Source: an optimization exercise on an open RTL-to-GDS flow (aim: small area, a short achievable clock period and few clock cycles per item). Production flows keep margins and buffers that such runs may drop. Function was not checked in any run shown here: the RTL went through the layout flow alone. Power is estimated from default activity; no workload was simulated.

[design.v]
package lmfe_pkg;
    localparam int IMG_W      = 128;
    localparam int IMG_H      = 128;
    localparam int WIN        = 7;
    localparam int HALF       = 3;          
    localparam int MEDIAN_IDX = 24;         
    localparam int ROW_SLOTS  = 6;          
    localparam int PEND       = 8;          
    localparam int WR_AT      = PEND;       
    localparam int FIFO_DEPTH = 4;          
    localparam int NEL        = WIN * WIN;  
    localparam int LAG_NEED   = HALF * IMG_W + HALF + 1;
    localparam int LAG_WMAX   = HALF * IMG_W - HALF - 1;
    typedef logic [7:0] pixel_t;
    typedef logic [6:0] col_t;
    typedef logic [2:0] slot_t;
    typedef logic [9:0] lag_t;
endpackage
`timescale 1ns/1ps
module line_buffer (
    input  logic                clk,
    input  logic [5:0]          we,
    input  logic [7:0]          wpix,
    output logic [47:0]         rd           
);
    localparam int RB = lmfe_pkg::IMG_W * 8;
    localparam int WA = lmfe_pkg::WR_AT;
    for (genvar k = 0; k < lmfe_pkg::ROW_SLOTS; k++) begin : g_ring
        logic [RB-1:0] q;                    
        always_ff @(posedge clk) begin
            q <= {q[RB-9:8*WA], (we[k] ? wpix : q[8*WA-1 -: 8]), q[8*WA-9:0], q[RB-1:RB-8]};
        end
        assign rd[8*k +: 8] = q[7:0];
    end
endmodule
`timescale 1ns/1ps
module row_loader (
    input  logic                clk,
    input  logic                reset,
    input  logic                in_en,
    input  lmfe_pkg::pixel_t    Din,
    input  logic                emit,        
    output logic                busy,
    output logic [5:0]          we,
    output logic [7:0]          wpix,
    output lmfe_pkg::col_t      ph,
    output lmfe_pkg::lag_t      lag,         
    output logic [7:0]          prd          
);
    localparam int F  = lmfe_pkg::FIFO_DEPTH;
    localparam int AW = $clog2(F);
    localparam int P  = lmfe_pkg::PEND;
    localparam int PW = $clog2(P);
    logic [F*8-1:0] fifo;
    logic [AW-1:0]  rptr;
    logic [AW-1:0]  wptr;
    logic [AW:0]    cnt;
    logic [AW:0]    cnt_nxt;
    logic [P*8-1:0] pend;                    
    logic [PW:0]    pcnt;
    lmfe_pkg::col_t lcol;                    
    lmfe_pkg::col_t wcol;                    
    lmfe_pkg::col_t rc;
    logic [2:0]     wring;                   
    logic           take;
    logic           idle;
    logic           ld;
    logic           wr;
    assign rc   = ph - 1'b1;
    assign take = in_en && !busy;
    assign idle = (lag == '0);
    assign wr   = (pcnt != '0) && (rc == wcol + lmfe_pkg::col_t'(lmfe_pkg::WR_AT - 1))
               && (lag <= lmfe_pkg::lag_t'(lmfe_pkg::LAG_WMAX) + lmfe_pkg::lag_t'(pcnt));
    assign ld   = (cnt != '0) && (idle || (ph == lcol)) && ((pcnt != (PW+1)'(P)) || wr);
    assign wpix = pend[8*wcol[PW-1:0] +: 8];
    assign prd  = pend[8*rc[PW-1:0] +: 8];
    assign cnt_nxt = cnt + {{AW{1'b0}}, take} - {{AW{1'b0}}, ld};
    for (genvar k = 0; k < lmfe_pkg::ROW_SLOTS; k++) begin : g_we
        assign we[k] = wr && (wring == 3'(k));
    end
    always_ff @(posedge clk) begin
        if (take) begin
            fifo[8*wptr +: 8] <= Din;
        end
        if (ld) begin
            pend[8*lcol[PW-1:0] +: 8] <= fifo[8*rptr +: 8];
        end
    end
    always_ff @(posedge clk or posedge reset) begin
        if (reset) begin
            rptr  <= '0;
            wptr  <= '0;
            cnt   <= '0;
            busy  <= 1'b0;
            pcnt  <= '0;
            lcol  <= '0;
            wcol  <= '0;
            wring <= '0;
            ph    <= '0;
            lag   <= '0;
        end else begin
            if (take) begin
                wptr <= wptr + 1'b1;
            end
            if (ld) begin
                rptr <= rptr + 1'b1;
                lcol <= lcol + 1'b1;
            end
            if (wr) begin
                wcol <= wcol + 1'b1;
                if (wcol == lmfe_pkg::col_t'(lmfe_pkg::IMG_W - 1)) begin
                    wring <= (wring == 3'(lmfe_pkg::ROW_SLOTS - 1)) ? '0 : wring + 1'b1;
                end
            end
            cnt  <= cnt_nxt;
            busy <= ((cnt + (AW+1)'(take)) == (AW+1)'(F));
            pcnt <= pcnt + (PW+1)'(ld) - (PW+1)'(wr);
            ph   <= ((idle && cnt != '0) ? lcol : ph) + 1'b1;
            lag  <= lag + lmfe_pkg::lag_t'(ld) - lmfe_pkg::lag_t'(emit);
        end
    end
endmodule
`timescale 1ns/1ps
module window_scanner (
    input  logic                    clk,
    input  logic                    reset,
    input  lmfe_pkg::col_t          ph,
    input  lmfe_pkg::lag_t          lag,
    input  logic [47:0]             rd,
    input  logic [7:0]              prd,
    output logic [55:0]             col_pix,    
    output logic                    emit,       
    output lmfe_pkg::col_t          rc
);
    lmfe_pkg::col_t  xp;                       
    lmfe_pkg::col_t  row;                      
    lmfe_pkg::slot_t top;                      
    logic            tail;
    logic [6:0]      vis;                      
    logic [5:0]      on_adv;                   
    logic [5:0]      ring_on;
    logic            p_on;                     
    lmfe_pkg::col_t  row_n;
    lmfe_pkg::slot_t top_n;
    logic            adv;                      
    assign rc   = ph - 1'b1;
    assign tail = (xp > lmfe_pkg::col_t'(lmfe_pkg::IMG_W - lmfe_pkg::HALF - 1));
    assign emit = tail ? (rc == xp - lmfe_pkg::col_t'(lmfe_pkg::IMG_W - lmfe_pkg::HALF))
                       : ((rc == xp + lmfe_pkg::col_t'(lmfe_pkg::HALF))
                          && ((row > lmfe_pkg::col_t'(lmfe_pkg::IMG_H - lmfe_pkg::HALF - 1))
                              || (lag >= lmfe_pkg::lag_t'(lmfe_pkg::LAG_NEED))));
    assign adv  = emit && (xp == lmfe_pkg::col_t'(lmfe_pkg::IMG_W - lmfe_pkg::HALF - 1));
    assign row_n = row + 1'b1;
    assign top_n = (top == lmfe_pkg::slot_t'(lmfe_pkg::ROW_SLOTS - 1)) ? '0 : top + 1'b1;
    always_comb begin
        for (int j = 0; j < lmfe_pkg::WIN; j++) begin
            vis[j] = (int'(row_n) + j >= lmfe_pkg::HALF) && (int'(row_n) + j <= lmfe_pkg::IMG_H - 1 + lmfe_pkg::HALF);
        end
        for (int k = 0; k < lmfe_pkg::ROW_SLOTS; k++) begin
            on_adv[k] = 1'b0;
            for (int j = 0; j < lmfe_pkg::ROW_SLOTS; j++) begin
                if (((int'(top_n) + j) % lmfe_pkg::ROW_SLOTS) == k) begin
                    on_adv[k] = vis[j];
                end
            end
        end
    end
    for (genvar k = 0; k < lmfe_pkg::ROW_SLOTS; k++) begin : g_mask
        assign col_pix[8*k +: 8] = rd[8*k +: 8] & {8{ring_on[k]}};
    end
    assign col_pix[55:48] = prd & {8{p_on}};
    always_ff @(posedge clk or posedge reset) begin
        if (reset) begin
            xp      <= '0;
            row     <= '0;
            top     <= lmfe_pkg::slot_t'(lmfe_pkg::ROW_SLOTS - lmfe_pkg::HALF);
            ring_on <= 6'b000111;              
            p_on    <= 1'b1;
        end else if (emit) begin
            xp <= xp + 1'b1;
            if (adv) begin
                row     <= row_n;
                top     <= top_n;
                ring_on <= on_adv;
                p_on    <= vis[6];
            end
        end
    end
endmodule
`timescale 1ns/1ps
module median_rank49 (
    input  logic                    clk,
    input  logic                    reset,
    input  logic [55:0]             col_pix,    
    input  logic                    emit,
    input  lmfe_pkg::col_t          rc,
    output lmfe_pkg::pixel_t        Dout,
    output logic                    out_valid
);
    localparam int W  = lmfe_pkg::WIN;
    localparam int NS = 8;
    localparam int NX = W + NS - 1;            
    localparam int CB = 8 * W;                 
    logic [CB-1:0] s0, s1, s2, s3, s4, s5, s6;
    logic [CB-1:0] s2_q, s4_q;
    logic          e1, e2;
    lmfe_pkg::col_t rc1, rc2;
    assign s0 = col_pix;
    cmp_swap i_cx0_06 (.a(s0[7:0]), .b(s0[55:48]), .lo(s1[7:0]), .hi(s1[55:48]));
    cmp_swap i_cx0_23 (.a(s0[23:16]), .b(s0[31:24]), .lo(s1[23:16]), .hi(s1[31:24]));
    cmp_swap i_cx0_45 (.a(s0[39:32]), .b(s0[47:40]), .lo(s1[39:32]), .hi(s1[47:40]));
    assign s1[15:8] = s0[15:8];
    cmp_swap i_cx1_02 (.a(s1[7:0]), .b(s1[23:16]), .lo(s2[7:0]), .hi(s2[23:16]));
    cmp_swap i_cx1_14 (.a(s1[15:8]), .b(s1[39:32]), .lo(s2[15:8]), .hi(s2[39:32]));
    cmp_swap i_cx1_36 (.a(s1[31:24]), .b(s1[55:48]), .lo(s2[31:24]), .hi(s2[55:48]));
    assign s2[47:40] = s1[47:40];
    cmp_swap i_cx2_01 (.a(s2_q[7:0]), .b(s2_q[15:8]), .lo(s3[7:0]), .hi(s3[15:8]));
    cmp_swap i_cx2_25 (.a(s2_q[23:16]), .b(s2_q[47:40]), .lo(s3[23:16]), .hi(s3[47:40]));
    cmp_swap i_cx2_34 (.a(s2_q[31:24]), .b(s2_q[39:32]), .lo(s3[31:24]), .hi(s3[39:32]));
    assign s3[55:48] = s2_q[55:48];
    cmp_swap i_cx3_12 (.a(s3[15:8]), .b(s3[23:16]), .lo(s4[15:8]), .hi(s4[23:16]));
    cmp_swap i_cx3_46 (.a(s3[39:32]), .b(s3[55:48]), .lo(s4[39:32]), .hi(s4[55:48]));
    assign s4[7:0] = s3[7:0];
    assign s4[31:24] = s3[31:24];
    assign s4[47:40] = s3[47:40];
    cmp_swap i_cx4_23 (.a(s4_q[23:16]), .b(s4_q[31:24]), .lo(s5[23:16]), .hi(s5[31:24]));
    cmp_swap i_cx4_45 (.a(s4_q[39:32]), .b(s4_q[47:40]), .lo(s5[39:32]), .hi(s5[47:40]));
    assign s5[7:0] = s4_q[7:0];
    assign s5[15:8] = s4_q[15:8];
    assign s5[55:48] = s4_q[55:48];
    cmp_swap i_cx5_12 (.a(s5[15:8]), .b(s5[23:16]), .lo(s6[15:8]), .hi(s6[23:16]));
    cmp_swap i_cx5_34 (.a(s5[31:24]), .b(s5[39:32]), .lo(s6[31:24]), .hi(s6[39:32]));
    cmp_swap i_cx5_56 (.a(s5[47:40]), .b(s5[55:48]), .lo(s6[47:40]), .hi(s6[55:48]));
    assign s6[7:0] = s5[7:0];
    logic [NX*CB-1:0]          x;              
    lmfe_pkg::col_t            rc_q;
    logic                      v0;
    logic [NS*W*3-1:0]         lo_q, hi_q;     
    logic [NS*8-1:0]           m_q;
    logic [NS-1:0]             v_q;
    logic [NS*W*3-1:0]         lo_in, hi_in, g;
    logic [NS*8-1:0]           m_in;
    logic [NS-1:0]             v_in;
    logic [NS*W*7-1:0]         ge;
    logic [NS*6-1:0]           gsum;
    logic [NS-1:0]             m;
    logic [W-1:0]              colv;           
    always_comb begin
        for (int j = 0; j < W; j++) begin
            colv[j] = (rc_q >= lmfe_pkg::col_t'(lmfe_pkg::HALF)) ? (rc_q >= lmfe_pkg::col_t'(j))
                                                                  : (rc_q < lmfe_pkg::col_t'(j));
        end
        for (int k = 0; k < NS; k++) begin
            if (k == 0) begin
                for (int j = 0; j < W; j++) begin
                    lo_in[3*j +: 3] = colv[j] ? 3'd0 : 3'd7;
                    hi_in[3*j +: 3] = 3'd7;
                end
                m_in[7:0] = '0;
                v_in[0]   = v0;
            end else begin
                lo_in[3*W*k +: 3*W] = lo_q[3*W*(k-1) +: 3*W];
                hi_in[3*W*k +: 3*W] = hi_q[3*W*(k-1) +: 3*W];
                m_in[8*k +: 8]      = m_q[8*(k-1) +: 8];
                v_in[k]             = v_q[k-1];
            end
            for (int j = 0; j < W; j++) begin
                for (int p = 0; p < W; p++) begin
                    ge[W*(W*k+j) + p] = (3'(p) >= hi_in[3*(W*k+j) +: 3])
                                     || ((3'(p) >= lo_in[3*(W*k+j) +: 3]) && x[CB*(k+j) + 8*p + 7 - k]);
                end
                g[3*(W*k+j) + 2] = !ge[W*(W*k+j) + 3];
                g[3*(W*k+j) + 1] = (!ge[W*(W*k+j) + 1] && ge[W*(W*k+j) + 3]) || !ge[W*(W*k+j) + 5];
                g[3*(W*k+j) + 0] = (!ge[W*(W*k+j) + 0] && ge[W*(W*k+j) + 1])
                                || (!ge[W*(W*k+j) + 2] && ge[W*(W*k+j) + 3])
                                || (!ge[W*(W*k+j) + 4] && ge[W*(W*k+j) + 5])
                                || !ge[W*(W*k+j) + 6];
            end
            gsum[6*k +: 6] = ((6'(g[3*(W*k+0) +: 3]) + 6'(g[3*(W*k+1) +: 3]))
                            + (6'(g[3*(W*k+2) +: 3]) + 6'(g[3*(W*k+3) +: 3])))
                           + ((6'(g[3*(W*k+4) +: 3]) + 6'(g[3*(W*k+5) +: 3]))
                            + 6'(g[3*(W*k+6) +: 3]));
            m[k] = (gsum[6*k +: 6] <= 6'(lmfe_pkg::NEL - lmfe_pkg::MEDIAN_IDX - 1));
        end
    end
    always_ff @(posedge clk) begin
        s2_q <= s2;
        s4_q <= s4;
        rc1  <= rc;
        rc2  <= rc1;
        rc_q <= rc2;
        x    <= {x[(NX-1)*CB-1:0], s6};
        for (int k = 0; k < NS; k++) begin
            lo_q[3*W*k +: 3*W] <= m[k] ? g[3*W*k +: 3*W] : lo_in[3*W*k +: 3*W];
            hi_q[3*W*k +: 3*W] <= m[k] ? hi_in[3*W*k +: 3*W] : g[3*W*k +: 3*W];
            m_q[8*k +: 8]      <= m_in[8*k +: 8] | (8'(m[k]) << (7 - k));
        end
        Dout <= m_in[8*(NS-1) +: 8] | 8'(m[NS-1]);
    end
    always_ff @(posedge clk or posedge reset) begin
        if (reset) begin
            e1        <= 1'b0;
            e2        <= 1'b0;
            v0        <= 1'b0;
            v_q       <= '0;
            out_valid <= 1'b0;
        end else begin
            e1        <= emit;
            e2        <= e1;
            v0        <= e2;
            v_q       <= v_in;
            out_valid <= v_in[NS-1];
        end
    end
endmodule
module cmp_swap (
    input  logic [7:0] a,
    input  logic [7:0] b,
    output logic [7:0] lo,
    output logic [7:0] hi
);
    logic sw;
    assign sw = (a > b);
    assign lo = sw ? b : a;
    assign hi = sw ? a : b;
endmodule
`timescale 1ns/1ps
module lmfe_top (
    input  logic             clk,
    input  logic             reset,
    input  logic             in_en,
    input  lmfe_pkg::pixel_t Din,
    output logic             busy,
    output logic             out_valid,
    output lmfe_pkg::pixel_t Dout
);
    logic [5:0]                we;
    logic [7:0]                wpix;
    lmfe_pkg::col_t            ph;
    lmfe_pkg::lag_t            lag;
    logic [47:0]               rd;
    logic [7:0]                prd;
    logic [55:0]               col_pix;
    logic                      emit;
    lmfe_pkg::col_t            rc;
    row_loader i_loader (
        .clk   (clk),
        .reset (reset),
        .in_en (in_en),
        .Din   (Din),
        .emit  (emit),
        .busy  (busy),
        .we    (we),
        .wpix  (wpix),
        .ph    (ph),
        .lag   (lag),
        .prd   (prd)
    );
    line_buffer i_lbuf (
        .clk  (clk),
        .we   (we),
        .wpix (wpix),
        .rd   (rd)
    );
    window_scanner i_scan (
        .clk     (clk),
        .reset   (reset),
        .ph      (ph),
        .lag     (lag),
        .rd      (rd),
        .prd     (prd),
        .col_pix (col_pix),
        .emit    (emit),
        .rc      (rc)
    );
    median_rank49 i_rank (
        .clk       (clk),
        .reset     (reset),
        .col_pix   (col_pix),
        .emit      (emit),
        .rc        (rc),
        .Dout      (Dout),
        .out_valid (out_valid)
    );
endmodule
[run.sh]
#!/bin/bash
# synth_recipe.tcl (not shown) runs the flow's synth.tcl, then flattens the netlist and writes it again
# the make line also repeats each setting of config.mk as NAME=value (left out here)
make -C /OpenROAD-flow-scripts/flow DESIGN_CONFIG=/design/flow/config.mk WORK_HOME=/design/flow/orfs CLKGATE_MAP_FILE= SYNTH_SCRIPT=/design/flow/synth_recipe.tcl finish
[config.mk]
export PLATFORM = sky130hd
export DESIGN_NAME = lmfe_top
export DESIGN_NICKNAME = lmfe_top
export VERILOG_FILES = /design/flow/design.v
export SDC_FILE = /design/flow/constraint.sdc
export NUM_CORES = 8
export LEC_CHECK = 0
export ABC_CLOCK_PERIOD_IN_PS = 3000
export CAP_MARGIN = 20
export CELL_PAD_IN_SITES_DETAIL_PLACEMENT = 1
export CELL_PAD_IN_SITES_GLOBAL_PLACEMENT = 2
export CORE_MARGIN = 2
export CORE_UTILIZATION = 40
export CTS_BUF_LIST = sky130_fd_sc_hd__clkbuf_16
export CTS_CLUSTER_DIAMETER = 100
export CTS_CLUSTER_SIZE = 25
export PLACE_DENSITY = 0.55
export SLEW_MARGIN = 20
[constraint.sdc]
create_clock -name core_clock -period 15.0 [get_ports {clk}]
set_input_delay 3.0000 -clock core_clock [delete_from_list [all_inputs] [get_ports {clk}]]
set_output_delay 3.0000 -clock core_clock [all_outputs]
set_load 0.01 [all_outputs]
==> flow_metrics.env, run 1 <==
export IMPL_postSynthRegisterBits=7372
export IMPL_yosys_cell_types_count=95
export IMPL_vias_per_cell=4.33
export IMPL_routedWlPerCell_um=17.0
export IMPL_starting_density=0.402
export IMPL_max_slew_margin=0.293
export IMPL_cts_setup_buffers=0
export IMPL_initial_antenna_violation_count=24
export IMPL_synthAdderAreaFrac=0.0321
export IMPL_yosys_mux_area_fraction=0.0253
export IMPL_cts_htree_levels=5
export IMPL_cts_resized_gates=0
export IMPL_vias=77900
export IMPL_synth_enable_flop_cells=96
export IMPL_hold_viol_final=0
export IMPL_worst_setup_path_end_kind="register"
export IMPL_fin_tns_setup_ns=0
export IMPL_worstPathMaxFanout=42
export IMPL_drtPass1Iterations=5
export IMPL_grt_setup_unrepaired="no"
export IMPL_synth_top_family_by_area="compound AO/OA/AOI/OAI gates"
export IMPL_critical_path_startpoint="i_rank.lo_q[65]"
export IMPL_cp_required_ns=15.80
export IMPL_post_synth_and_or_nand_nor_area_fraction=0.0380
export IMPL_worstSetupPathType="reg -> reg"
export IMPL_grt_util_all_layers=0.136
export IMPL_setup_violations_final=0
export IMPL_design_final_nets=12400
export IMPL_portBuffers=20
export IMPL_cts_hold_repair_buffers=0
export IMPL_first_global_vias=82600
export IMPL_clock_tree_from_tritoncts="built"
export IMPL_drv_max_cap_violation_count=0
export IMPL_r2r_start="i_rank.lo_q[65]"
export IMPL_syn_to_final_growth_pct=9.44
export IMPL_placer_congestion=0.784
export IMPL_synthArstFlopShare=0.0110
export IMPL_worstMarginPinSlew_ns=1.06
export IMPL_critPathArrivalTime_ns=7.55
export IMPL_slew_violations=0
export IMPL_postRouteWirelength_um=307000
export IMPL_finish_cell_count_without_fillers=18000
export IMPL_yosys_warnings=4
export IMPL_clock_skew_final_ns=0.0836
export IMPL_tritoncts_num_sinks=7372
export IMPL_globalRouteOverflowTotal=0
export IMPL_synth_main_ff_cell="dfxtp_1"
export IMPL_finalHoldWorstSlack_ns=0.286
export IMPL_multiInputGateArea_um2=26300
export IMPL_io_pins=21
export IMPL_clock_insertion_delay_worst_skew_ns=0.97
export IMPL_max_ir_drop_vdd_v=0.0000991
export IMPL_post_layout_total_power_mw=31.6
export IMPL_compound_gate_portion_of_the_synthesized_area=0.0458
export IMPL_finalCritPeriodShare=0.450
export IMPL_layout_filler_cells=43100
export IMPL_post_synth_inst_count=11800
export IMPL_final_setup_worst_slack_ns=8.25
export IMPL_post_place_ws_ns=8.18
export IMPL_cts_root_buffer="clkbuf_16"
export IMPL_remaining_design_rule_violation_count=0
export IMPL_drtAntennaViolNets=0
export IMPL_cts_buffers_inserted=344
export IMPL_design_core_area_um2=442000
export IMPL_die_width_um=671
export IMPL_post_synth_instance_area_um2=178000
export IMPL_die_area_um2=450000
export IMPL_grt_max_degree=64
export IMPL_seq_area_um2=149000
export IMPL_seq_area_frac_synth=0.837
export IMPL_power_density_nw_per_um2=162
export IMPL_min_period_ns=6.75
export IMPL_fmax_mhz=148
export IMPL_timing_hold_worst_class="reg -> reg"
export IMPL_hpwl_um=208000
export IMPL_chipHeight_um=671
export IMPL_clk_path_buf_depth=4
export IMPL_initialDrtViolationCount=3438
export IMPL_std_cell_rows=244
export IMPL_dp_cells=17600
export IMPL_drive_gt1_frac=0.0603
export IMPL_avgSynthCellArea_um2=15.1
export IMPL_syn_num_nets=12200
export IMPL_run_status="no timing/DRC/antenna violations"
export IMPL_synth_xor_area_frac=0.00620
export IMPL_power_leakage_nw=77.3
export IMPL_clk_pin_slew_ns=0.09
export IMPL_min_delay_start="i_lbuf.g_ring[2].q[915]"
export IMPL_worstSetupStartpointType="register"
export IMPL_grt_first_pass_wirelength_um=484000
## placed cells by master (no fill, tap or decap), drive strengths merged, types with 134 or more instances in the layout
cell type  instances
nor2             275
dfxtp           7195
mux2i            134
inv              568
clkbuf           347
a21oi            306
nand2            750
o21ai            494
mux2             201
ha               320
## layer usage
metal  wire length [um]  track usage
met1             154000        0.194
met2             136000        0.217
met3               8530       0.0175
met4               7640       0.0342
met5                  0            0
## cell families after synthesis
group,Yosys count
adders and majority gates,405
DFF,7372
and+or+nand+nor,1484
muxes,375
AOI/OAI and AO/OA,1337
buffers and inverters,709
xor gates and xnor gates,123
## worst max-delay path, cell delays in order (launching register included)
cell	delay (ns)
dfxtp_1	0.40
inv_1	0.10
nand2_1	0.08
and2_1	0.21
a31oi_1	0.09
a31oi_1	0.18
a21oi_1	0.06
a311oi_1	0.42
inv_1	0.15
ha_1	0.25
inv_1	0.08
fa_1	0.44
fa_1	0.49
fa_1	0.56
inv_1	0.04
ha_1	0.21
fa_1	0.44
nor4b_1	0.31
a221o_1	0.16
a221o_1	0.14
buf_4	0.42
clkinv_1	0.83
mux2_2	0.54
## worst paths after layout
check | end | cells after the start | slack, ns
max | i_rank.lo_q[87] | 22 | 8.25
min | i_lbuf.g_ring[2].q[923] | 0 | 0.29
max reg2reg | i_rank.lo_q[87] | 22 | 8.25
min reg2reg | i_lbuf.g_ring[2].q[923] | 0 | 0.29
max in group asynchronous | i_loader.wcol[1] | 3 | 11.30
min in group asynchronous | i_rank.out_valid | 2 | 2.32
## registers in the layout (all words and copies together), names as in the netlist, 8 cells and up
register and count:
i_rank.s4_q 56, i_rank.m_q 28, i_rank.lo_q 147, i_lbuf.g_ring.q 6144, i_loader.pend 64, i_loader.fifo 32, i_rank.Dout 8, i_loader.lag 10
i_rank.x 588, i_rank.s2_q 56, i_rank.hi_q 147
## final cells by class
type | count | area share
Sequential cell | 7372 | 0.765
Multi-Input combinational cell | 3724 | 0.135
Clock buffer | 347 | 0.0446
Tap cell | 5904 | 0.0379
Inverter | 533 | 0.0103
Clock inverter | 69 | 0.00454
Timing Repair Buffer | 53 | 0.00230
Antenna cell | 13 | 0.000167
## stage by stage
step | util | area (um^2)
after global routing | 0.440 | 195000
after CTS | 0.440 | 195000
after global placement | 0.418 | 185000
after floorplan | - | 178000
final | 0.440 | 195000
after detailed placement | 0.418 | 185000
## where the power goes
| group | internal, mW | leakage (nW) | switching [mW] |
|---|---|---|---|
| sequential | 19.9 | 59.9 | 0.262 |
| combinational | 0.478 | 12.7 | 0.832 |
| clock | 4.29 | 4.73 | 5.78 |
| total | 24.7 | 77.3 | 6.88 |
## cell usage after synthesis (24+ instances only)
library cell,instances,area share
clkbuf_1,128,0.0027
a22oi_1,44,0.0019
inv_1,528,0.011
a221oi_1,24,0.0012
a31oi_1,107,0.0038
mux2_2,201,0.013
nand2_1,749,0.016
edfxtp_1,96,0.016
xnor2_1,55,0.0027
a21oi_1,306,0.0086
mux2i_1,134,0.0075
dfxtp_1,7195,0.81
fa_1,85,0.0096
ha_1,320,0.023
nor3_1,33,0.00093
nand2b_1,60,0.0021
and2_1,27,0.00095
mux4_2,40,0.0051
o21a_1,66,0.0028
a21o_1,85,0.0036
nor3b_1,25,0.0011
o21ai_0,482,0.014
xor2_1,66,0.0032
nor2b_1,51,0.0018
nand3_1,113,0.0032
dfrtp_1,75,0.011
buf_2,24,0.00068
nor2_1,275,0.0058
nand4_1,26,0.00091
==> run 2: changes to the inputs <==
--- a/config.mk
+++ b/config.mk
@@ -5,7 +5,7 @@
 export SDC_FILE = /design/flow/constraint.sdc
 export NUM_CORES = 8
 export LEC_CHECK = 0
-export ABC_CLOCK_PERIOD_IN_PS = 3000
+export ABC_CLOCK_PERIOD_IN_PS = 4000
 export CAP_MARGIN = 20
 export CELL_PAD_IN_SITES_DETAIL_PLACEMENT = 1
 export CELL_PAD_IN_SITES_GLOBAL_PLACEMENT = 2
==> run 2 against run 1 <==
Highest routed layer unchanged. Flip-flop and latch count unchanged. Clock skew is the same. Area after synthesis unchanged. Sequential power is essentially flat. Count of clock-buffer cells in the layout is the same. Wire length did not move. Final cell count unchanged. Register-to-register slack barely moved. Critical endpoint unchanged. Largest power group unchanged. Sequential share of layout area unchanged. Die area stayed put. Clock power about the same. Synthesized cell count unchanged.
==> flow_metrics.env, run 2 <==
export IMPL_clk_pin_slew_ns=0.09
export IMPL_hpwl_um=208000
export IMPL_detailroute_wirelength_met3_um=8530
export IMPL_registers_top_by_ff_count="i_lbuf.g_ring.q"
export IMPL_drtAntennaViolNets=0
export IMPL_power_density_nw_per_um2=162
export IMPL_clock_skew_final_ns=0.0836
export IMPL_postSynthRegisterBits=7372
export IMPL_max_slew_margin=0.293
export IMPL_cts_resized_gates=0
export IMPL_fin_tns_setup_ns=0
export IMPL_net_switching_power_mw=6.88
export IMPL_fmax_mhz=148
export IMPL_initial_antenna_violation_count=24
export IMPL_placer_congestion=0.784
export IMPL_synthArstFlopShare=0.0110
export IMPL_max_ir_drop_vdd_v=0.0000991
export IMPL_vias=77900
export IMPL_tritoncts_num_sinks=7372
export IMPL_post_synth_inst_count=11800
export IMPL_hold_viol_final=0
export IMPL_share_of_power_burned_in_the_clock_network=0.319
export IMPL_postRouteWirelength_um=307000
export IMPL_most_frequently_used_cell_type_in_the_post_synthesis_netlist="dfxtp_1"
export IMPL_synth_main_ff_cell="dfxtp_1"
export IMPL_yosys_cell_types_count=95
export IMPL_cts_htree_levels=5
export IMPL_design_core_area_um2=442000
export IMPL_worstSetupPathType="reg -> reg"
export IMPL_seq_area_frac_synth=0.837
export IMPL_finalCritPeriodShare=0.450
export IMPL_slew_violations=0
export IMPL_synth_enable_flop_cells=96
export IMPL_portBuffers=20
export IMPL_run_status="no timing/DRC/antenna violations"
export IMPL_top_layer_used="met4"
export IMPL_syn_num_nets=12200
export IMPL_power_switching_fraction=0.218
export IMPL_critPathArrivalTime_ns=7.55
export IMPL_vias_per_cell=4.33
export IMPL_grt_util_all_layers=0.136
export IMPL_cts_hold_repair_buffers=0
export IMPL_worstSetupStartpointType="register"
export IMPL_synthDominantCellAreaShare=0.810
export IMPL_drive_gt1_frac=0.0603
export IMPL_std_cell_rows=244
export IMPL_drv_max_cap_violation_count=0
export IMPL_avgSynthCellArea_um2=15.1
export IMPL_routedWlPerCell_um=17.0
export IMPL_io_pins=21
export IMPL_globalRouteOverflowTotal=0
export IMPL_grt_setup_unrepaired="no"
export IMPL_first_global_vias=82600
export IMPL_die_width_um=671
export IMPL_cts_root_buffer="clkbuf_16"
export IMPL_metal2_wl_um=136000
export IMPL_layout_cells_most_common="dfxtp_1"
export IMPL_cts_setup_buffers=0
export IMPL_remaining_design_rule_violation_count=0
export IMPL_drtPass1Iterations=5
export IMPL_finalHoldWorstSlack_ns=0.286
export IMPL_seqPwrFrac=0.639
export IMPL_grt_first_pass_wirelength_um=484000
export IMPL_p_int_mw=24.7
export IMPL_die_area_um2=450000
export IMPL_power_leakage_nw=77.3
export IMPL_min_period_ns=6.75
export IMPL_cp_required_ns=15.80
export IMPL_worst_setup_path_end_kind="register"
export IMPL_worstMarginPinSlew_ns=1.06
export IMPL_worstPathMaxFanout=42
export IMPL_met1_length_um=154000
export IMPL_reg_top3="i_lbuf.g_ring.q x6144, i_rank.x x588"
export IMPL_setup_violations_final=0
export IMPL_post_synth_instance_area_um2=178000
export IMPL_clk_path_buf_depth=4
export IMPL_chipHeight_um=671
export IMPL_cts_buffers_inserted=344
export IMPL_combinational_power_share=0.041
export IMPL_syn_to_final_growth_pct=9.44
export IMPL_clock_insertion_delay_worst_skew_ns=0.97
export IMPL_grt_max_degree=64
export IMPL_starting_density=0.402
export IMPL_clock_tree_from_tritoncts="built"
export IMPL_yosys_top_cells_count="7,195 x dfxtp_1, 749 x nand2_1, 528 x inv_1"
export IMPL_design_final_nets=12400
export IMPL_initialDrtViolationCount=3438
export IMPL_yosys_warnings=4
export IMPL_largest_reg_flops=6144
export IMPL_netlist_top_cells_area="dfxtp_1 81%, ha_1 2.3%, edfxtp_1 1.6%"
export IMPL_layout_cells_most_common_list="7,195 x dfxtp_1, 749 x nand2_1, 542 x inv_1"
export IMPL_yosys_area_top_type="dfxtp_1"
export IMPL_timing_hold_worst_class="reg -> reg"
-- run 2: cell counts in the layout (fill, tap and decap cells not counted) --
Identical to the previous run, type by type.
-- run 2: layout make-up --
type | count | area, um^2
Timing Repair Buffer | 53 | 448
Antenna cell | 13 | 32.5
Clock buffer | 347 | 8680
Tap cell | 5904 | 7390
Sequential cell | 7372 | 149000
Clock inverter | 69 | 885
Multi-Input combinational cell | 3724 | 26300
Fill cell | 43100 | 248000
Inverter | 533 | 2000
-- run 2: kinds of logic (layout without fill, tap and decap cells) --
| family | after synthesis | after routing | share of synthesized area |
|---|---|---|---|
| buf+inv | 709 | 1002 | 0.0154 |
| simple gates | 1484 | 1484 | 0.0380 |
| flops | 7372 | 7372 | 0.837 |
| mux | 375 | 375 | 0.0253 |
| compound gates | 1337 | 1337 | 0.0458 |
| other cells | 0 | 13 | 0 |
| fa+ha+maj | 405 | 405 | 0.0321 |
| xor+xnor | 123 | 123 | 0.00620 |
-- run 2: per-stage QoR --
step	utilization	instances	power, mW	instance area [um^2]	worst slack [ns]
2_1_floorplan	-	11800	21.4	178000	8.95
4_1_cts	0.440	18000	32.2	195000	8.17
5_1_grt	0.440	18000	33.1	195000	7.74
3_5_place_dp	0.418	17600	22.0	185000	8.18
6_report	0.440	18000	31.6	195000	8.25
3_3_place_gp	0.418	17600	22.0	185000	8.01
-- run 2: power by group through the flow --
stage	clock (mW)	sequential, mW	combinational (mW)
after floorplan	0	20.5	0.904
after global placement	0	20.6	1.33
after detailed placement	0	20.7	1.35
after CTS	10.6	20.2	1.36
after global routing	11.4	20.3	1.48
final	10.1	20.2	1.31
-- run 2: worst paths after layout --
kind	start	end	slack [ns]	depth (start not counted)
min reg2reg	i_lbuf.g_ring[2].q[915]	i_lbuf.g_ring[2].q[923]	0.29	0
max	i_rank.lo_q[65]	i_rank.lo_q[87]	8.25	22
min in group asynchronous	reset	i_rank.out_valid	2.32	2
min	i_lbuf.g_ring[2].q[915]	i_lbuf.g_ring[2].q[923]	0.29	0
max reg2reg	i_rank.lo_q[65]	i_rank.lo_q[87]	8.25	22
max in group asynchronous	reset	i_loader.wcol[1]	11.30	3
-- run 2: critical path, stage by stage (launching register included) --
cell,delay [ns]
dfxtp_1,0.40
inv_1,0.10
nand2_1,0.08
and2_1,0.21
a31oi_1,0.09
a31oi_1,0.18
a21oi_1,0.06
a311oi_1,0.42
inv_1,0.15
ha_1,0.25
inv_1,0.08
fa_1,0.44
fa_1,0.49
fa_1,0.56
inv_1,0.04
ha_1,0.21
fa_1,0.44
nor4b_1,0.31
a221o_1,0.16
a221o_1,0.14
buf_4,0.42
clkinv_1,0.83
mux2_2,0.54
-- run 2: routing by layer --
layer | GRT usage | vias up
met3 | 0.0175 | 451
met2 | 0.217 | 761
met1 | 0.194 | 38200
met5 | 0 | -
met4 | 0.0342 | 0
li1 | - | 38600
==> run 3: changes to the inputs <==
==> flow/run.sh (new file) <==
#!/bin/bash
# The standard layout (standard.sh, unchanged synthesis), with ORFS's
# repair_timing asked to leave more setup slack than the 15 ns clock needs,
# so that the achieved period shrinks. Gate cloning is off so that no
# register is ever copied. make's output goes to standard.log here; each
# ORFS step also keeps its own log under orfs/logs/.
set -euo pipefail
cd "$(dirname "$0")/.."
export SETUP_SLACK_MARGIN=10
export SKIP_GATE_CLONING=1
bash standard.sh > standard.log 2>&1
==> standard.sh (new file) <==
#!/bin/bash
# synth_recipe.tcl (not shown) runs the flow's synth.tcl, then flattens the netlist and writes it again
# the make line also repeats each setting of config.mk as NAME=value (left out here)
make -C /OpenROAD-flow-scripts/flow DESIGN_CONFIG=/design/flow/config.mk WORK_HOME=/design/flow/orfs CLKGATE_MAP_FILE= SYNTH_SCRIPT=/design/flow/synth_recipe.tcl "${@:-finish}"
removed: run.sh
==> run 3 against run 2 <==
Still clean on timing, DRC and antenna. Worst hold slack improved by 0.0026 ns. Worst setup slack improved by 1.3 ns. Global-route usage increased by 0.43 points. Non-clock buffer count increased by 360. Combinational power increased by 18%. Synthesized cell count unchanged. Via count increased by 2.8%. Area after synthesis unchanged. Fmax increased by 23%. Sequential share of layout area decreased by 2.9 points. Count of clock-buffer cells in the layout increased by 1. Largest power group unchanged. Highest routed layer unchanged.
==> flow_metrics.env, run 3 <==
export IMPL_synth_main_ff_cell="dfxtp_1"
export IMPL_met1_length_um=163000
export IMPL_yosys_cell_types_count=95
export IMPL_timing_hold_worst_class="reg -> reg"
export IMPL_fin_tns_setup_ns=0
export IMPL_yosys_warnings=4
export IMPL_first_global_vias=84500
export IMPL_post_synth_instance_area_um2=178000
export IMPL_worstHoldPathCells=0
export IMPL_starting_density=0.402
export IMPL_globalRouteOverflowTotal=0
export IMPL_detailroute_wirelength_met3_um=9090
export IMPL_tritoncts_num_sinks=7372
export IMPL_worstSetupStartpointType="register"
export IMPL_portBuffers=20
export IMPL_power_density_nw_per_um2=157
export IMPL_worstSetupPathType="reg -> reg"
export IMPL_vias=80100
export IMPL_registers_top_by_ff_count="i_lbuf.g_ring.q"
export IMPL_clock_tree_from_tritoncts="built"
export IMPL_cts_buffers_inserted=344
export IMPL_drv_max_cap_violation_count=0
export IMPL_chipHeight_um=671
export IMPL_die_area_um2=450000
export IMPL_syn_num_nets=12200
export IMPL_drive_gt1_frac=0.147
export IMPL_cts_hold_repair_buffers=0
export IMPL_r2r_worst_path_cells=22
export IMPL_max_slew_margin=0.310
export IMPL_critPathArrivalTime_ns=6.33
export IMPL_netlist_top_cells_area="dfxtp_1 81%, ha_1 2.3%, edfxtp_1 1.6%"
export IMPL_hold_viol_final=0
export IMPL_drtAntennaViolNets=0
export IMPL_design_core_area_um2=442000
export IMPL_std_cell_rows=244
export IMPL_synthArstFlopShare=0.0110
export IMPL_reg_top3="i_lbuf.g_ring.q x6144, i_rank.x x588"
export IMPL_cts_root_buffer="clkbuf_16"
export IMPL_avgSynthCellArea_um2=15.1
export IMPL_layout_cells_most_common_list="7,077 x dfxtp_1, 628 x nand2_1, 496 x inv_1"
export IMPL_max_ir_drop_vdd_v=0.000106
export IMPL_worstMarginPinSlew_ns=1.04
export IMPL_initialDrtViolationCount=3311
export IMPL_routedWlPerCell_um=17.7
export IMPL_initial_antenna_violation_count=29
export IMPL_drtPass1Iterations=5
export IMPL_metal2_wl_um=144000
export IMPL_clock_skew_final_ns=0.0643
export IMPL_top_layer_used="met4"
export IMPL_most_frequently_used_cell_type_in_the_post_synthesis_netlist="dfxtp_1"
export IMPL_seq_area_frac_synth=0.837
export IMPL_slew_violations=0
export IMPL_grt_util_all_layers=0.140
export IMPL_io_pins=21
export IMPL_fmax_mhz=183
export IMPL_worst_setup_path_end_kind="register"
export IMPL_layout_cells_most_common="dfxtp_1"
export IMPL_critical_path_startpoint="i_rank.lo_q[92]"
export IMPL_power_leakage_nw=80.4
export IMPL_grt_first_pass_wirelength_um=497000
export IMPL_postRouteWirelength_um=325000
export IMPL_die_width_um=671
export IMPL_finalHoldWorstSlack_ns=0.288
export IMPL_design_final_nets=12800
export IMPL_clock_insertion_delay_worst_skew_ns=0.95
export IMPL_synth_enable_flop_cells=96
export IMPL_min_delay_start="i_lbuf.g_ring[1].q[375]"
export IMPL_hpwl_um=209000
export IMPL_worstPathMaxFanout=8
export IMPL_synthDominantCellAreaShare=0.810
export IMPL_setup_violations_final=0
export IMPL_r2r_start="i_rank.lo_q[92]"
export IMPL_post_synth_inst_count=11800
export IMPL_vias_per_cell=4.36
export IMPL_clk_pin_slew_ns=0.10
export IMPL_syn_to_final_growth_pct=13.9
export IMPL_remaining_design_rule_violation_count=0
export IMPL_largest_reg_flops=6144
export IMPL_min_period_ns=5.47
export IMPL_yosys_area_top_type="dfxtp_1"
export IMPL_finalCritPeriodShare=0.365
export IMPL_run_status="no timing/DRC/antenna violations"
export IMPL_clk_path_buf_depth=4
export IMPL_yosys_top_cells_count="7,195 x dfxtp_1, 749 x nand2_1, 528 x inv_1"
export IMPL_placer_congestion=0.796
export IMPL_cp_required_ns=15.86
export IMPL_grt_setup_unrepaired="yes"
export IMPL_grt_max_degree=61
export IMPL_cts_htree_levels=5
export IMPL_postSynthRegisterBits=7372
[run 3: cell counts after synthesis]
No cell type changed its count.
[run 3: path summary, 6_finish.rpt]
check,end,slack (ns)
min reg2reg,i_lbuf.g_ring[1].q[383],0.29
max reg2reg,i_rank.hi_q[125],9.53
min,i_lbuf.g_ring[1].q[383],0.29
min in group asynchronous,i_rank.v_q[5],2.46
max,i_rank.hi_q[125],9.53
max in group asynchronous,i_scan.top[2],11.16
[run 3: power breakdown]
part | internal, mW | leakage (nW) | switching (mW)
sequential | 19.9 | 59.9 | 0.282
combinational | 0.617 | 15.9 | 0.931
clock | 4.26 | 4.65 | 5.75
[run 3: per-layer routing]
metal	GRT usage	vias to the layer above
met5	0	-
met4	0.0381	0
met3	0.0160	487
met2	0.223	883
met1	0.202	39500
li1	-	39300
[run 3: logic make-up (layout without fill, tap and decap cells)]
logic type	count (synthesis)	in the layout	synth area share
compound gates	1337	1337	0.0458
xor+xnor	123	123	0.00620
fa+ha+maj	405	405	0.0321
buf+inv	709	1359	0.0154
flops	7372	7372	0.837
mux	375	375	0.0253
other cells	0	8	0
simple gates	1484	1484	0.0380
[run 3: critical path: stages (launching register included)]
cell     delay (ns)
dfxtp_4        0.40
buf_4          0.13
nor2b_1        0.07
nor2b_1        0.30
a21oi_1        0.12
a21o_1         0.19
a22oi_2        0.33
fa_1           0.51
fa_1           0.54
fa_1           0.55
inv_2          0.05
ha_4           0.16
fa_2           0.39
xor2_1         0.16
a22oi_1        0.15
o21ai_1        0.10
a221o_1        0.37
buf_12         0.14
buf_8          0.12
buf_16         0.15
buf_16         0.15
buf_12         0.15
a31oi_4        0.15
[run 3: through the flow]
| stage | setup WS, ns | cell area [um^2] | total power [mW] | utilization | cells |
|---|---|---|---|---|---|
| after floorplan | 10.00 | 178000 | 21.4 | - | 11800 |
| after global placement | 8.52 | 185000 | 22.0 | 0.419 | 17600 |
| after detailed placement | 8.74 | 185000 | 22.0 | 0.419 | 17600 |
| after CTS | 9.66 | 199000 | 32.2 | 0.449 | 18200 |
| after global routing | 9.40 | 203000 | 33.3 | 0.458 | 18400 |
| final | 9.53 | 203000 | 31.8 | 0.458 | 18400 |
[run 3: area by class of cell]
cell class                 count  area [um^2]
tap                         5904         7390
clock inverter                65          687
sequential                  7372       149000
fill                       42500       240000
inverter                     533         2100
antenna                        8         20.0
timing repair buffer         413         4800
multi-input combinational   3724        29800
clock buffer                 348         8710
[run 3: repair_timing]
item / CTS / global route
setup endpoints to repair: 362 / 360
buffers inserted: 190 / 171
pin swaps: 123 / 189
cloned: 0 / 0
resized for setup: 709 / 692
==> run 4: changes to the inputs <==
--- a/design.v
+++ b/design.v
@@ -138,6 +138,8 @@
     logic            tail;
     logic [6:0]      vis;                      
     logic [5:0]      on_adv;                   
+    logic [5:0]      on_adv_q;
+    logic            p_adv_q;
     logic [5:0]      ring_on;
     logic            p_on;                     
     lmfe_pkg::col_t  row_n;
@@ -169,6 +171,10 @@
         assign col_pix[8*k +: 8] = rd[8*k +: 8] & {8{ring_on[k]}};
     end
     assign col_pix[55:48] = prd & {8{p_on}};
+    always_ff @(posedge clk) begin
+        on_adv_q <= on_adv;
+        p_adv_q  <= vis[6];
+    end
     always_ff @(posedge clk or posedge reset) begin
         if (reset) begin
             xp      <= '0;
@@ -181,8 +187,8 @@
             if (adv) begin
                 row     <= row_n;
                 top     <= top_n;
-                ring_on <= on_adv;
-                p_on    <= vis[6];
+                ring_on <= on_adv_q;
+                p_on    <= p_adv_q;
             end
         end
     end
@@ -242,9 +248,12 @@
     logic [NS*8-1:0]           m_in;
     logic [NS-1:0]             v_in;
     logic [NS*W*7-1:0]         ge;
-    logic [NS*6-1:0]           gsum;
+    logic [NS*9-1:0]           n;              
+    logic [W-1:0]              pl;
+    logic                      fs1, fs2, fc1, fc2, fc3;
     logic [NS-1:0]             m;
     logic [W-1:0]              colv;           
+    localparam logic [511:0] M_OK = 512'h00000000000000000000000000000001000000000001071f00000001071f7fff0001071f7fffffff071f7fffffffffff7fffffffffffffffffffffffffffffff;
     always_comb begin
         for (int j = 0; j < W; j++) begin
             colv[j] = (rc_q >= lmfe_pkg::col_t'(lmfe_pkg::HALF)) ? (rc_q >= lmfe_pkg::col_t'(j))
@@ -276,11 +285,18 @@
                                 || (!ge[W*(W*k+j) + 4] && ge[W*(W*k+j) + 5])
                                 || !ge[W*(W*k+j) + 6];
             end
-            gsum[6*k +: 6] = ((6'(g[3*(W*k+0) +: 3]) + 6'(g[3*(W*k+1) +: 3]))
-                            + (6'(g[3*(W*k+2) +: 3]) + 6'(g[3*(W*k+3) +: 3])))
-                           + ((6'(g[3*(W*k+4) +: 3]) + 6'(g[3*(W*k+5) +: 3]))
-                            + 6'(g[3*(W*k+6) +: 3]));
-            m[k] = (gsum[6*k +: 6] <= 6'(lmfe_pkg::NEL - lmfe_pkg::MEDIAN_IDX - 1));
+            for (int b = 0; b < 3; b++) begin
+                for (int j = 0; j < W; j++) pl[j] = g[3*(W*k+j) + b];
+                fs1 = pl[0] ^ pl[1] ^ pl[2];
+                fc1 = (pl[0] & pl[1]) | (pl[0] & pl[2]) | (pl[1] & pl[2]);
+                fs2 = pl[3] ^ pl[4] ^ pl[5];
+                fc2 = (pl[3] & pl[4]) | (pl[3] & pl[5]) | (pl[4] & pl[5]);
+                n[9*k + 3*b + 0] = fs1 ^ fs2 ^ pl[6];
+                fc3 = (fs1 & fs2) | (fs1 & pl[6]) | (fs2 & pl[6]);
+                n[9*k + 3*b + 1] = fc1 ^ fc2 ^ fc3;
+                n[9*k + 3*b + 2] = (fc1 & fc2) | (fc1 & fc3) | (fc2 & fc3);
+            end
+            m[k] = M_OK[n[9*k +: 9]];
         end
     end
     always_ff @(posedge clk) begin
@@ -319,8 +335,25 @@
     output logic [7:0] lo,
     output logic [7:0] hi
 );
-    logic sw;
-    assign sw = (a > b);
+    logic [7:0] g1, e1;
+    logic [3:0] g2, e2;
+    logic [1:0] g3, e3;
+    logic       sw;
+    always_comb begin
+        for (int i = 0; i < 8; i++) begin
+            g1[i] = a[i] & ~b[i];
+            e1[i] = ~(a[i] ^ b[i]);
+        end
+        for (int i = 0; i < 4; i++) begin
+            g2[i] = g1[2*i+1] | (e1[2*i+1] & g1[2*i]);
+            e2[i] = e1[2*i+1] & e1[2*i];
+        end
+        for (int i = 0; i < 2; i++) begin
+            g3[i] = g2[2*i+1] | (e2[2*i+1] & g2[2*i]);
+            e3[i] = e2[2*i+1] & e2[2*i];
+        end
+        sw = g3[1] | (e3[1] & g3[0]);
+    end
     assign lo = sw ? b : a;
     assign hi = sw ? a : b;
 endmodule
--- a/flow/run.sh
+++ b/flow/run.sh
@@ -6,6 +6,6 @@
 # ORFS step also keeps its own log under orfs/logs/.
 set -euo pipefail
 cd "$(dirname "$0")/.."
-export SETUP_SLACK_MARGIN=10
+export SETUP_SLACK_MARGIN=10.5
 export SKIP_GATE_CLONING=1
 bash standard.sh > standard.log 2>&1
==> run 4 against run 3 <==
Worst hold slack improved by 0.011 ns. Sequential share of layout area up 1.3 points. Die area is 1.0% lower. Fmax up 10%. Critical path type unchanged. Largest power group unchanged. Combinational power rose by 5%. Count of clock-buffer cells in the layout is 1 higher.
==> flow_metrics.env, run 4 <==
export IMPL_drv_max_cap_violation_count=0
export IMPL_grt_util_met1=0.183
export IMPL_drtPass1Iterations=5
export IMPL_first_global_vias=81700
export IMPL_seq_area_frac_synth=0.847
export IMPL_critical_path_n_buffers_inverters=3
export IMPL_registers_top_by_ff_count="i_lbuf.g_ring.q"
export IMPL_setup_violations_final=0
export IMPL_die_width_um=667
export IMPL_avgSynthCellArea_um2=15.3
export IMPL_global_route_usage_met3=0.0164
export IMPL_worstSetupPathType="reg -> reg"
export IMPL_vias_per_cell=4.32
export IMPL_remaining_design_rule_violation_count=0
export IMPL_clock_skew_final_ns=0.0684
export IMPL_yosys_top_cells_count="7,202 x dfxtp_1, 664 x nand2_1, 443 x inv_1"
export IMPL_net_switching_power_mw=7.01
export IMPL_netlist_top_cells_area="dfxtp_1 82%, mux2_2 1.7%, edfxtp_1 1.6%"
export IMPL_path_cells="or4_4 -> a21oi_1 -> nor3_1 -> inv_1 -> fa_2 -> fa_2 -> or2_4 -> a21oi_2 -> nor2_2 -> o32a_1 -> or4_4 -> a31o_4 -> buf_12 -> buf_12 -> a21oi_2"
export IMPL_grt_setup_unrepaired="yes"
export IMPL_post_place_ws_ns=9.06
export IMPL_cpMaxStageDelayCell="a21oi_1"
export IMPL_power_switching_fraction=0.219
export IMPL_power_density_nw_per_um2=161
export IMPL_synthDominantCellAreaShare=0.819
export IMPL_cts_htree_levels=5
export IMPL_clk_pin_slew_ns=0.10
export IMPL_syn_num_nets=11800
export IMPL_cts_hold_repair_buffers=0
export IMPL_grt_use_met2=0.212
export IMPL_finalCritPeriodShare=0.331
export IMPL_design_core_area_um2=438000
export IMPL_portBuffers=20
export IMPL_io_pins=21
export IMPL_clock_tree_from_tritoncts="built"
export IMPL_starting_density=0.402
export IMPL_largest_reg_flops=6144
export IMPL_layout_cells_most_common="dfxtp_1"
export IMPL_clock_insertion_delay_worst_skew_ns=0.97
export IMPL_worstPathMaxFanout=10
export IMPL_share_of_power_burned_in_the_clock_network=0.316
export IMPL_layout_filler_cells=42000
export IMPL_hold_viol_final=0
export IMPL_grt_max_degree=66
export IMPL_post_layout_total_power_mw=32.0
export IMPL_seqPwrFrac=0.633
export IMPL_chipHeight_um=667
export IMPL_critPathArrivalTime_ns=5.87
export IMPL_cp_required_ns=15.90
export IMPL_routedWlPerCell_um=16.6
export IMPL_cts_root_buffer="clkbuf_16"
export IMPL_worstMarginPinSlew_ns=1.05
export IMPL_post_synth_inst_count=11500
export IMPL_reg_top3="i_lbuf.g_ring.q x6144, i_rank.x x588"
export IMPL_busiest_layer="met2"
export IMPL_vias=77700
export IMPL_yosys_area_top_type="dfxtp_1"
export IMPL_globalRouteOverflowTotal=0
export IMPL_initialDrtViolationCount=3570
export IMPL_worstSetupStartpointType="register"
export IMPL_fmax_mhz=201
export IMPL_hpwl_um=190000
export IMPL_most_frequently_used_cell_type_in_the_post_synthesis_netlist="dfxtp_1"
export IMPL_syn_to_final_growth_pct=13.2
export IMPL_synth_main_ff_cell="dfxtp_1"
export IMPL_tritoncts_num_sinks=7379
export IMPL_max_ir_drop_vdd_v=0.000104
export IMPL_yosys_warnings=5
export IMPL_crit_path_max_incr_delay_ns=0.78
export IMPL_yosys_cell_types_count=97
export IMPL_fin_tns_setup_ns=0
export IMPL_design_final_nets=12300
export IMPL_slew_violations=0
export IMPL_cts_buffers_inserted=343
export IMPL_timing_hold_worst_class="reg -> reg"
export IMPL_drive_gt1_frac=0.140
export IMPL_post_synth_instance_area_um2=176000
export IMPL_postSynthRegisterBits=7379
export IMPL_initial_antenna_violation_count=17
export IMPL_clk_path_buf_depth=4
export IMPL_run_status="no timing/DRC/antenna violations"
export IMPL_power_leakage_nw=78.2
export IMPL_layout_cells_most_common_list="7,075 x dfxtp_1, 613 x nand2_1, 425 x inv_1"
export IMPL_synthArstFlopShare=0.0110
export IMPL_placer_congestion=0.764
export IMPL_grt_first_pass_wirelength_um=463000
export IMPL_min_period_ns=4.97
export IMPL_final_setup_worst_slack_ns=10.03
export IMPL_combinational_power_share=0.051
export IMPL_drtAntennaViolNets=0
export IMPL_worst_path_dominant_cell_family="simple AND/OR/NAND/NOR gates"
export IMPL_p_int_mw=25.0
export IMPL_grt_util_all_layers=0.131
export IMPL_std_cell_rows=243
export IMPL_max_slew_margin=0.296
export IMPL_postRouteWirelength_um=298000
export IMPL_synth_enable_flop_cells=96
export IMPL_die_area_um2=446000
export IMPL_worst_setup_path_end_kind="register"
## run 4: cell types whose count changed after synthesis, sizes merged, moves of 31 or more
cell and delta:
xor2 -36, nor2 +31, o21ai -52, o21a -38
nand2 -85, inv -85, mux2 +65, ha -125
## run 4: cell families (layout without fill, tap and decap cells)
logic type / Yosys count / count (layout) / synth area share
flops: 7379 / 7379 / 0.847
buf+inv: 618 / 1193 / 0.0135
xor+xnor: 96 / 96 / 0.00517
simple gates: 1440 / 1440 / 0.0371
fa+ha+maj: 295 / 295 / 0.0251
compound gates: 1243 / 1243 / 0.0433
other cells: 0 / 8 / 0
mux: 428 / 428 / 0.0291
## run 4: cell type report
type | count | area, um^2 | share of cell area
Clock inverter | 66 | 931 | 0.00467
Tap cell | 5880 | 7360 | 0.0369
Inverter | 446 | 1730 | 0.00867
Sequential cell | 7379 | 149000 | 0.749
Multi-Input combinational cell | 3502 | 27500 | 0.138
Clock buffer | 349 | 8730 | 0.0438
Antenna cell | 8 | 20.0 | 0.000100
Timing Repair Buffer | 332 | 3740 | 0.0187
## run 4: repair_timing
item | CTS | global route
gates resized for setup | 589 | 563
setup buffers | 161 | 126
setup endpoints to repair | 443 | 378
endpoints found under the hold margin | 0 | 0
pin swaps | 116 | 178
## run 4: worst paths after layout
| kind | startpoint | endpoint | slack, ns | depth (start not counted) |
|---|---|---|---|---|
| setup / recovery | i_rank.rc_q[5] | i_rank.lo_q[3] | 10.03 | 15 |
| hold / removal | i_lbuf.g_ring[3].q[936] | i_lbuf.g_ring[3].q[944] | 0.30 | 0 |
| setup reg to reg | i_rank.rc_q[5] | i_rank.lo_q[3] | 10.03 | 15 |
| hold reg to reg | i_lbuf.g_ring[3].q[936] | i_lbuf.g_ring[3].q[944] | 0.30 | 0 |
| max in group asynchronous | reset | i_scan.ring_on[4] | 11.04 | 3 |
| min in group asynchronous | reset | i_loader.wptr[0] | 2.56 | 2 |
## run 4: power by group through the flow
| stage | Clock (mW) | Sequential [mW] | Combinational, mW |
|---|---|---|---|
| after CTS | 10.6 | 20.3 | 1.58 |
| after detailed placement | 0 | 20.7 | 1.40 |
| after global placement | 0 | 20.7 | 1.37 |
| final | 10.1 | 20.3 | 1.63 |
| after global routing | 11.4 | 20.3 | 1.80 |
| after floorplan | 0 | 20.6 | 0.961 |
## run 4: metrics by stage
stage                     hold WS, ns  instance area (um^2)  std cells  utilization
after floorplan                 0.310                176000      11500            -
after global placement          0.309                183000      17300        0.419
after detailed placement        0.313                183000      17300        0.419
after CTS                       0.303                196000      17800        0.448
after global routing            0.297                199000      18000        0.455
final                           0.299                199000      18000        0.455
## run 4: per-layer routing
metal	up-vias	share of wire	wire, um
met5	-	0	0
met4	0	0.030	8880
met3	493	0.027	7940
met2	726	0.45	134000
met1	38200	0.49	147000
li1	38200	-	-
==> run 5: changes to the inputs <==
==> run.sh (new file) <==
#!/bin/bash
# synth_recipe.tcl (not shown) runs the flow's synth.tcl, then flattens the netlist and writes it again
# the make line also repeats each setting of config.mk as NAME=value (left out here)
make -C /OpenROAD-flow-scripts/flow DESIGN_CONFIG=/design/flow/config.mk WORK_HOME=/design/flow/orfs CLKGATE_MAP_FILE= SYNTH_SCRIPT=/design/flow/synth_recipe.tcl finish
removed: flow/run.sh
removed: standard.sh
==> run 5 against run 4 <==
Synthesized cell count stayed put. Final cell count is 1.6% lower. Largest power group unchanged. Utilization is 1.5 points lower. Highest routed layer is now met5. Design area is 3.3% lower. Wire length is 3.2% lower. Clock power hardly changed. Area after synthesis stayed put.
==> flow_metrics.env, run 5 <==
export IMPL_globalRouteOverflowTotal=0
export IMPL_io_pins=21
export IMPL_finish_cell_count_without_fillers=17700
export IMPL_slew_violations=0
export IMPL_cts_buffers_inserted=341
export IMPL_grt_util_met1=0.179
export IMPL_postPlaceCellArea_um2=183000
export IMPL_cts_hold_repair_buffers=0
export IMPL_drive_gt1_frac=0.0649
export IMPL_reg_top3="i_lbuf.g_ring.q x6144, i_rank.x x588"
export IMPL_worstMarginPinSlew_ns=1.07
export IMPL_remaining_design_rule_violation_count=0
export IMPL_yosys_mux_area_fraction=0.0291
export IMPL_min_period_ns=6.10
export IMPL_chipHeight_um=667
export IMPL_final_setup_worst_slack_ns=8.90
export IMPL_setup_violations_final=0
export IMPL_hpwl_um=193000
export IMPL_cts_setup_buffers=0
export IMPL_tritoncts_num_sinks=7379
export IMPL_postRouteWirelength_um=288000
export IMPL_netlist_top_cells_area="dfxtp_1 82%, mux2_2 1.7%, edfxtp_1 1.6%"
export IMPL_timing_hold_worst_class="reg -> reg"
export IMPL_cts_htree_levels=5
export IMPL_yosys_warnings=5
export IMPL_largest_reg_flops=6144
export IMPL_syn_num_nets=11800
export IMPL_worstPathMaxFanout=38
export IMPL_finalCoreUtilization=0.440
export IMPL_post_synth_instance_area_um2=176000
export IMPL_post_place_ws_ns=8.90
export IMPL_synth_main_ff_cell="dfxtp_1"
export IMPL_worstSetupPathType="reg -> reg"
export IMPL_initialDrtViolationCount=3217
export IMPL_placer_congestion=0.787
export IMPL_post_layout_total_power_mw=31.6
export IMPL_layout_cells_most_common_list="7,202 x dfxtp_1, 664 x nand2_1, 456 x inv_1"
export IMPL_first_global_vias=79800
export IMPL_cts_resized_gates=0
export IMPL_clock_skew_final_ns=0.0654
export IMPL_worstSetupStartpointType="register"
export IMPL_finalHoldWorstSlack_ns=0.298
export IMPL_postSynthRegisterBits=7379
export IMPL_synth_top_family_by_area="compound AO/OA/AOI/OAI gates"
export IMPL_run_status="no timing/DRC/antenna violations"
export IMPL_grt_max_degree=67
export IMPL_grt_setup_unrepaired="no"
export IMPL_critical_path_startpoint="i_rank.rc_q[5]"
export IMPL_synthArstFlopShare=0.0110
export IMPL_portBuffers=20
export IMPL_yosys_cell_types_count=97
export IMPL_yosys_area_top_type="dfxtp_1"
export IMPL_finalCritPeriodShare=0.407
export IMPL_drtPass1Iterations=5
export IMPL_max_slew_margin=0.285
export IMPL_r2r_start="i_rank.rc_q[5]"
export IMPL_drv_max_cap_violation_count=0
export IMPL_min_delay_start="i_lbuf.g_ring[4].q[242]"
export IMPL_synth_xor_area_frac=0.00517
export IMPL_vias_per_cell=4.30
export IMPL_die_width_um=667
export IMPL_routedWlPerCell_um=16.3
export IMPL_synthDominantCellAreaShare=0.819
export IMPL_starting_density=0.402
export IMPL_dp_cells=17300
export IMPL_layout_cells_most_common="dfxtp_1"
export IMPL_post_synth_and_or_nand_nor_area_fraction=0.0371
export IMPL_power_density_nw_per_um2=164
export IMPL_std_cell_rows=243
export IMPL_design_area_um2=193000
export IMPL_critPathArrivalTime_ns=6.92
export IMPL_hold_viol_final=0
export IMPL_grt_first_pass_wirelength_um=455000
export IMPL_fmax_mhz=164
export IMPL_drtAntennaViolNets=0
export IMPL_multiInputGateArea_um2=24700
export IMPL_cp_required_ns=15.82
export IMPL_layout_filler_cells=42500
export IMPL_synth_enable_flop_cells=96
export IMPL_busiest_layer="met2"
export IMPL_synthAdderAreaFrac=0.0251
export IMPL_power_leakage_nw=75.6
export IMPL_r2r_worst_path_cells=18
export IMPL_clock_insertion_delay_worst_skew_ns=0.98
export IMPL_cts_root_buffer="clkbuf_16"
export IMPL_worst_setup_path_end_kind="register"
export IMPL_fin_tns_setup_ns=0
export IMPL_design_final_nets=12000
export IMPL_avgSynthCellArea_um2=15.3
export IMPL_syn_to_final_growth_pct=9.52
export IMPL_most_frequently_used_cell_type_in_the_post_synthesis_netlist="dfxtp_1"
export IMPL_grt_use_met2=0.207
export IMPL_grt_util_all_layers=0.129
export IMPL_die_area_um2=446000
export IMPL_worstHoldPathCells=0
export IMPL_seq_area_frac_synth=0.847
export IMPL_registers_top_by_ff_count="i_lbuf.g_ring.q"
export IMPL_design_core_area_um2=438000
export IMPL_post_synth_inst_count=11500
export IMPL_clk_path_buf_depth=4
export IMPL_max_ir_drop_vdd_v=0.000107
export IMPL_global_route_usage_met3=0.0167
export IMPL_seq_area_um2=149000
export IMPL_initial_antenna_violation_count=22
export IMPL_vias=76100
export IMPL_clock_tree_from_tritoncts="built"
export IMPL_clk_pin_slew_ns=0.10
export IMPL_compound_gate_portion_of_the_synthesized_area=0.0433
export IMPL_yosys_top_cells_count="7,202 x dfxtp_1, 664 x nand2_1, 443 x inv_1"
==> run 5: cell counts after synthesis <==
Identical to the previous run, type by type.
==> run 5: final timing paths <==
path	slack [ns]	to
max	8.90	i_rank.lo_q[19]
min	0.30	i_lbuf.g_ring[4].q[250]
max reg2reg	8.90	i_rank.lo_q[19]
min reg2reg	0.30	i_lbuf.g_ring[4].q[250]
max in group asynchronous	11.23	i_loader.pcnt[2]
min in group asynchronous	2.42	i_rank.v_q[6]
==> run 5: layout make-up <==
class,count,share of cell area
inverters,446,0.00870
clock inverters,60,0.00450
diodes,8,0.000104
flip-flops and latches,7379,0.773
repair buffers,49,0.00217
well taps,5880,0.0382
clock buffers,346,0.0449
multi-input cells,3502,0.128
==> run 5: cell families after synthesis <==
logic type | count (synthesis)
adders and majority gates | 295
xor gates and xnor gates | 96
DFF | 7379
buffers and inverters | 618
AOI/OAI and AO/OA | 1243
muxes | 428
and+or+nand+nor | 1440
==> run 5: report_power, final <==
group,switching (mW),internal (mW)
logic,0.831,0.502
registers,0.286,20.0
clock network,5.72,4.30
==> run 5: critical path: stages (launching register included) <==
cell and delay, ns:
dfxtp_1 0.31, or4_1 0.80, nor2_1 0.27, and2_1 0.31, o21ai_1 0.25, nor3b_1 0.23
inv_1 0.10, fa_1 0.47, fa_1 0.45, fa_1 0.61, nor2_1 0.10, o21ai_0 0.21
nor2_1 0.07, a211oi_1 0.26, a211oi_1 0.13, a311oi_1 0.39, a31o_2 0.64, nor2b_1 0.30
nor2_1 0.07
==> run 5: layer usage <==
| layer | vias up | share of wire | wire length, um |
|---|---|---|---|
| li1 | 37600 | - | - |
| met1 | 37300 | 0.49 | 143000 |
| met5 | - | 0.000094 | 27 |
| met3 | 471 | 0.027 | 7760 |
| met4 | 4 | 0.032 | 9110 |
| met2 | 690 | 0.45 | 129000 |

==> separate check: timing with driven ports <==
How much do the figures lean on ideal ports? The routed layouts below were timed once more, with nothing changed but the port constraints.
Step 1 assumes that a clkbuf_16 drives the clock port and a buf_2 every other input.
Step 2 moves the port delays by t, midway between the first and last clock arrival at a register: inputs arrive t later, outputs are due t later. That takes back most of the time a late clock gives input paths.
Three values: no drivers, after step 1, after step 2; two values: the first two.
run	t, ns	setup WS [ns]	worst hold slack (ns)	worst setup path at the end	latest minus earliest clock arrival (ns)
run 1	1.035	8.249 / 8.249 / 8.249	0.286 / 0.286 / 0.286	register to register	0.087 / 0.087
run 2	1.035	8.249 / 8.249 / 8.249	0.286 / 0.286 / 0.286	register to register	0.087 / 0.087
run 3	1.020	9.531 / 9.531 / 9.531	0.288 / 0.288 / 0.288	register to register	0.066 / 0.065
run 4	1.048	10.035 / 10.035 / 10.035	0.299 / 0.299 / 0.299	register to register	0.080 / 0.080
run 5	1.047	8.900 / 8.900 / 8.900	0.298 / 0.298 / 0.298	register to register	0.079 / 0.079
After both steps setup and hold are still met in every run listed.
